Background: an optimization exercise with open tools, aiming at small area. Do not read the settings as production practice. In this exercise RTL edits were held to simulation tests only and were not proved equivalent to the original. No activity file was given, so power comes from the tool's default toggle rates. The clock port is modelled as an ideal driver; clocking choices that lean on that would not hold on a real chip.

Setup of main:
## apb_master_slave
module apb_master_slave #(
    parameter int MEM_DEPTH   = 64,
    parameter int WAIT_STATES = 0
) (
    input  logic        clk,
    input  logic        rst,
    input  logic        wr_en,
    input  logic        transfer,
    input  logic [31:0] address,
    input  logic [31:0] write_data,
    output logic [31:0] read_data,
    output logic        ready
);
export LEC_CHECK = 0
export CAP_MARGIN = 20
export CORE_MARGIN = 2
export CORE_UTILIZATION = 40
export SLEW_MARGIN = 20
export SYNTH_HIERARCHICAL = 1
export SYNTH_MINIMUM_KEEP_SIZE = 0
create_clock -name core_clock -period 5.0 [get_ports {clk}]
run.sh (not shown) runs the stock make flow with config.mk's settings and CLKGATE_MAP_FILE= SYNTH_SCRIPT=/design/flow/synth_recipe.tcl, a recipe that flattens the netlist after the stock synthesis.
Here is what was changed in the inputs of the feature branch compared with main.
Settings: a change of CORE_UTILIZATION from 40 to 50.
==> flow/flow/run.sh (new file) <==
#!/bin/bash
# The standard layout (standard.sh), with two changes passed to ORFS:
#  * the clock tree is built from larger sink clusters (up to 26 registers
#    per leaf buffer) and without dummy loads;
#  * each input and output port gets a buf_1 as its port buffer.
# The full output of the flow goes to standard.log here; ORFS keeps the
# per-step logs under orfs/logs.
set -o pipefail
export CTS_ARGS="-sink_clustering_enable -repair_clock_nets -sink_clustering_size 26 -sink_clustering_max_diameter 80 -sink_buffer_max_cap_derate 1.0 -dont_use_dummy_load -buf_list sky130_fd_sc_hd__clkbuf_16"
export BUFFER_PORTS_ARGS="-buffer_cell sky130_fd_sc_hd__buf_1"
bash standard.sh > standard.log 2>&1
==> flow/standard.sh (new file) <==
#!/bin/bash
# synth_recipe.tcl (not shown) runs the flow's synth.tcl, then flattens the netlist and writes it again
# the make line also repeats each setting of config.mk as NAME=value (left out here)
make -C /OpenROAD-flow-scripts/flow DESIGN_CONFIG=/design/flow/config.mk WORK_HOME=/design/flow/orfs CLKGATE_MAP_FILE= SYNTH_SCRIPT=/design/flow/synth_recipe.tcl "${@:-finish}"
removed: flow/run.sh
### Flow results
- Of the feature branch and main, it is the feature branch that has the lower signed area change from the synthesized netlist to the final layout.
- The feature branch vs main: placeable core area down by more than 10%
- Clock power share, main and the feature branch: larger value in main
- On worst clock skew, main beats the feature branch.


Another version of the RTL of apb_master_slave (not shown whole).
Size: roughly 4700 cells after synthesis, about 2200 flip-flops, roughly 100 I/O pins, roughly 0.066 sq mm of cells after synthesis.
==> flow/config.mk <==
export PLATFORM = sky130hd
export DESIGN_NAME = apb_master_slave
export DESIGN_NICKNAME = apb_master_slave
export VERILOG_FILES = /design/flow/design.v
export SDC_FILE = /design/flow/constraint.sdc
export NUM_CORES = 4
export LEC_CHECK = 0
export CAP_MARGIN = 20
export CORE_MARGIN = 2
export CORE_UTILIZATION = 60
export CTS_BUF_LIST = sky130_fd_sc_hd__clkbuf_8
export CTS_CLUSTER_SIZE = 30
export SLEW_MARGIN = 20
==> flow/constraint.sdc <==
create_clock -name core_clock -period 5.0 [get_ports {clk}]
set_input_delay 1.0000 -clock core_clock [delete_from_list [all_inputs] [get_ports {clk}]]
set_output_delay 1.0000 -clock core_clock [all_outputs]
set_load 0.01 [all_outputs]
Stock flow here: none of the scripts above is used.
Next try:
- CORE_UTILIZATION: 60 -> 40
- CTS_BUF_LIST: sky130_fd_sc_hd__clkbuf_8 -> not set
- CTS_CLUSTER_SIZE: 30 -> not set
Effect: Design area rises by 1.8%; hold slack improved by 54 ps; routed wire length rises by 1.7%; worst setup slack got worse by 100 ps; clock power rises by about 10%; sequential power is about the same; global-route usage falls by 12 points.


Setup of try-ember:
Another version of the RTL of apb_master_slave (not shown whole).
Size in the first run: about 3,500 cells after synthesis, about 57,000 um2 of cells after synthesis.
export LEC_CHECK = 0
export CAP_MARGIN = 20
export CORE_MARGIN = 2
export CORE_UTILIZATION = 50
export PLACE_DENSITY = 0.8
export SLEW_MARGIN = 20
export SYNTH_HIERARCHICAL = 1
export SYNTH_MINIMUM_KEEP_SIZE = 0
create_clock -name core_clock -period 5.0 [get_ports {clk}]
standard.sh (not shown) runs the stock make flow with config.mk's settings and CLKGATE_MAP_FILE= SYNTH_SCRIPT=/design/flow/synth_recipe.tcl, a recipe that flattens the netlist after the stock synthesis.
==> flow/flow/run.sh <==
#!/bin/bash
# The standard layout (standard.sh), with two changes passed to ORFS:
#  * the clock tree is built from larger sink clusters (up to 33 registers
#    per leaf buffer) and without dummy loads;
#  * each input and output port gets a buf_1 as its port buffer.
# The full output of the flow goes to standard.log here; ORFS keeps the
# per-step logs under orfs/logs.
set -o pipefail
export CTS_ARGS="-sink_clustering_enable -repair_clock_nets -sink_clustering_size 33 -sink_clustering_max_diameter 80 -sink_buffer_max_cap_derate 1.0 -dont_use_dummy_load -buf_list sky130_fd_sc_hd__clkbuf_16"
export BUFFER_PORTS_ARGS="-buffer_cell sky130_fd_sc_hd__buf_1"
bash standard.sh > standard.log 2>&1
try-ember went all the way through the flow, and no timing, DRC or antenna check failed.
Changes in try-juniper relative to try-ember:
# try-ember
export LEC_CHECK = 0
export CAP_MARGIN = 20
export CORE_MARGIN = 2
export CORE_UTILIZATION = 50
export PLACE_DENSITY = 0.8
export SLEW_MARGIN = 20
export SYNTH_HIERARCHICAL = 1
export SYNTH_MINIMUM_KEEP_SIZE = 0
create_clock -name core_clock -period 5.0 [get_ports {clk}]
# try-juniper
export LEC_CHECK = 0
export CAP_MARGIN = 20
export CORE_MARGIN = 2
export CORE_UTILIZATION = 55
export SLEW_MARGIN = 20
export SYNTH_HIERARCHICAL = 1
export SYNTH_MINIMUM_KEEP_SIZE = 0
create_clock -name core_clock -period 5.0 [get_ports {clk}]
--- a/flow/flow/run.sh
+++ b/flow/flow/run.sh
@@ -7,5 +7,5 @@
 # per-step logs under orfs/logs.
 set -o pipefail
-export CTS_ARGS="-sink_clustering_enable -repair_clock_nets -sink_clustering_size 33 -sink_clustering_max_diameter 80 -sink_buffer_max_cap_derate 1.0 -dont_use_dummy_load -buf_list sky130_fd_sc_hd__clkbuf_16"
+export CTS_ARGS="-sink_clustering_enable -repair_clock_nets -sink_clustering_size 33 -sink_clustering_max_diameter 90 -sink_buffer_max_cap_derate 1.0 -dont_use_dummy_load -buf_list sky130_fd_sc_hd__clkbuf_16"
 export BUFFER_PORTS_ARGS="-buffer_cell sky130_fd_sc_hd__buf_1"
 bash standard.sh > standard.log 2>&1
## What came out
- Against try-ember, reported leakage power in try-juniper came out worse.
- Compared with try-ember, try-juniper has less setup slack.
- On via count: try-juniper sits above try-ember.
Edits applied to the flow inputs when going from try-juniper to try-maple:
# try-juniper
export LEC_CHECK = 0
export CAP_MARGIN = 20
export CORE_MARGIN = 2
export CORE_UTILIZATION = 55
export SLEW_MARGIN = 20
export SYNTH_HIERARCHICAL = 1
export SYNTH_MINIMUM_KEEP_SIZE = 0
create_clock -name core_clock -period 5.0 [get_ports {clk}]
# try-maple
export LEC_CHECK = 0
export CAP_MARGIN = 20
export CORE_MARGIN = 2
export CORE_UTILIZATION = 50
export SLEW_MARGIN = 20
export SYNTH_HIERARCHICAL = 1
export SYNTH_MINIMUM_KEEP_SIZE = 0
create_clock -name core_clock -period 5.0 [get_ports {clk}]
==> flow/flow/run.sh <==
#!/bin/bash
# The standard layout (standard.sh), with two changes passed to ORFS:
#  * the clock tree is built from larger sink clusters (up to 30 registers
#    per leaf buffer) and without dummy loads;
#  * each input and output port gets a buf_1 as its port buffer.
# The full output of the flow goes to standard.log here; ORFS keeps the
# per-step logs under orfs/logs.
set -o pipefail
export CTS_ARGS="-sink_clustering_enable -repair_clock_nets -sink_clustering_size 30 -sink_clustering_max_diameter 80 -sink_buffer_max_cap_derate 1.0 -dont_use_dummy_load -buf_list sky130_fd_sc_hd__clkbuf_16"
export BUFFER_PORTS_ARGS="-buffer_cell sky130_fd_sc_hd__buf_1"
bash standard.sh > standard.log 2>&1
Findings:
From try-juniper to try-maple the numbers moved as follows: fraction of power consumed by combinational cells level; sequential share of layout area level. try-juniper has a lower clock latency on the worst-skew pair than try-maple. Looking at timing endpoint of the critical path, the r_read_data[1]$_DFF_PN0_ result is from try-juniper; the r_read_data[21]$_DFF_PN0_ one comes from try-maple. try-maple against try-juniper: total die area rose by 9.9%; number of antenna violations at the first check in global routing moved down. try-maple vs try-juniper, path type of the worst min-delay path: in2async vs reg2reg. Measured against try-maple, the routed wire length of try-juniper comes out at 1.12 times the reference value. There was hardly any difference in cell area after layout between try-maple and try-juniper. try-maple finished end to end and its layout was clean on timing, DRC and antenna.

==> what the ideal ports hide <==
The results above use ideal ports. As a check the final layouts listed here were re-extracted and re-timed, cells and wires unchanged.
Step 1 (the two cells are an assumption about what drives the block):
set clk [get_ports {clk}]
set_driving_cell -lib_cell sky130_fd_sc_hd__clkbuf_16 $clk
set_driving_cell -lib_cell sky130_fd_sc_hd__buf_2 [delete_from_list [all_inputs] $clk]
Step 2 also shifts input and output timing later by t, the mid clock arrival at the registers, as if the neighbouring blocks saw the same clock.
Three values: no drivers, after step 1, after step 2; two values: the first two.
| run | t, ns | setup WS [ns] | worst hold slack (ns) | worst setup path after step 2 | slew at the worst register clock pin (ns) |
|---|---|---|---|---|---|
| main | 0.889 | 0.644 / 0.644 / 0.644 | 0.299 / 0.267 / 0.313 | register to register | 0.07 / 0.07 |
| the feature branch | 0.770 | 0.611 / 0.611 / 0.611 | 0.305 / 0.305 / 0.305 | register to register | 0.10 / 0.10 |
| the first run of note 2 | 1.023 | 0.748 / 0.748 / 0.748 | 0.167 / 0.124 / 0.298 | register to register | 0.07 / 0.07 |
| the second run of note 2 | 0.917 | 0.646 / 0.646 / 0.646 | 0.221 / 0.161 / 0.309 | register to register | 0.07 / 0.07 |
| try-ember | 0.734 | 0.591 / 0.591 / 0.591 | 0.240 / 0.207 / 0.240 | register to register | 0.12 / 0.12 |
| try-juniper | 0.728 | 0.475 / 0.475 / 0.475 | 0.292 / 0.292 / 0.292 | register to register | 0.12 / 0.12 |
| try-maple | 0.754 | 0.923 / 0.923 / 0.923 | 0.142 / 0.090 / 0.298 | register to register | 0.11 / 0.11 |
After both steps setup and hold are still met in every run listed.
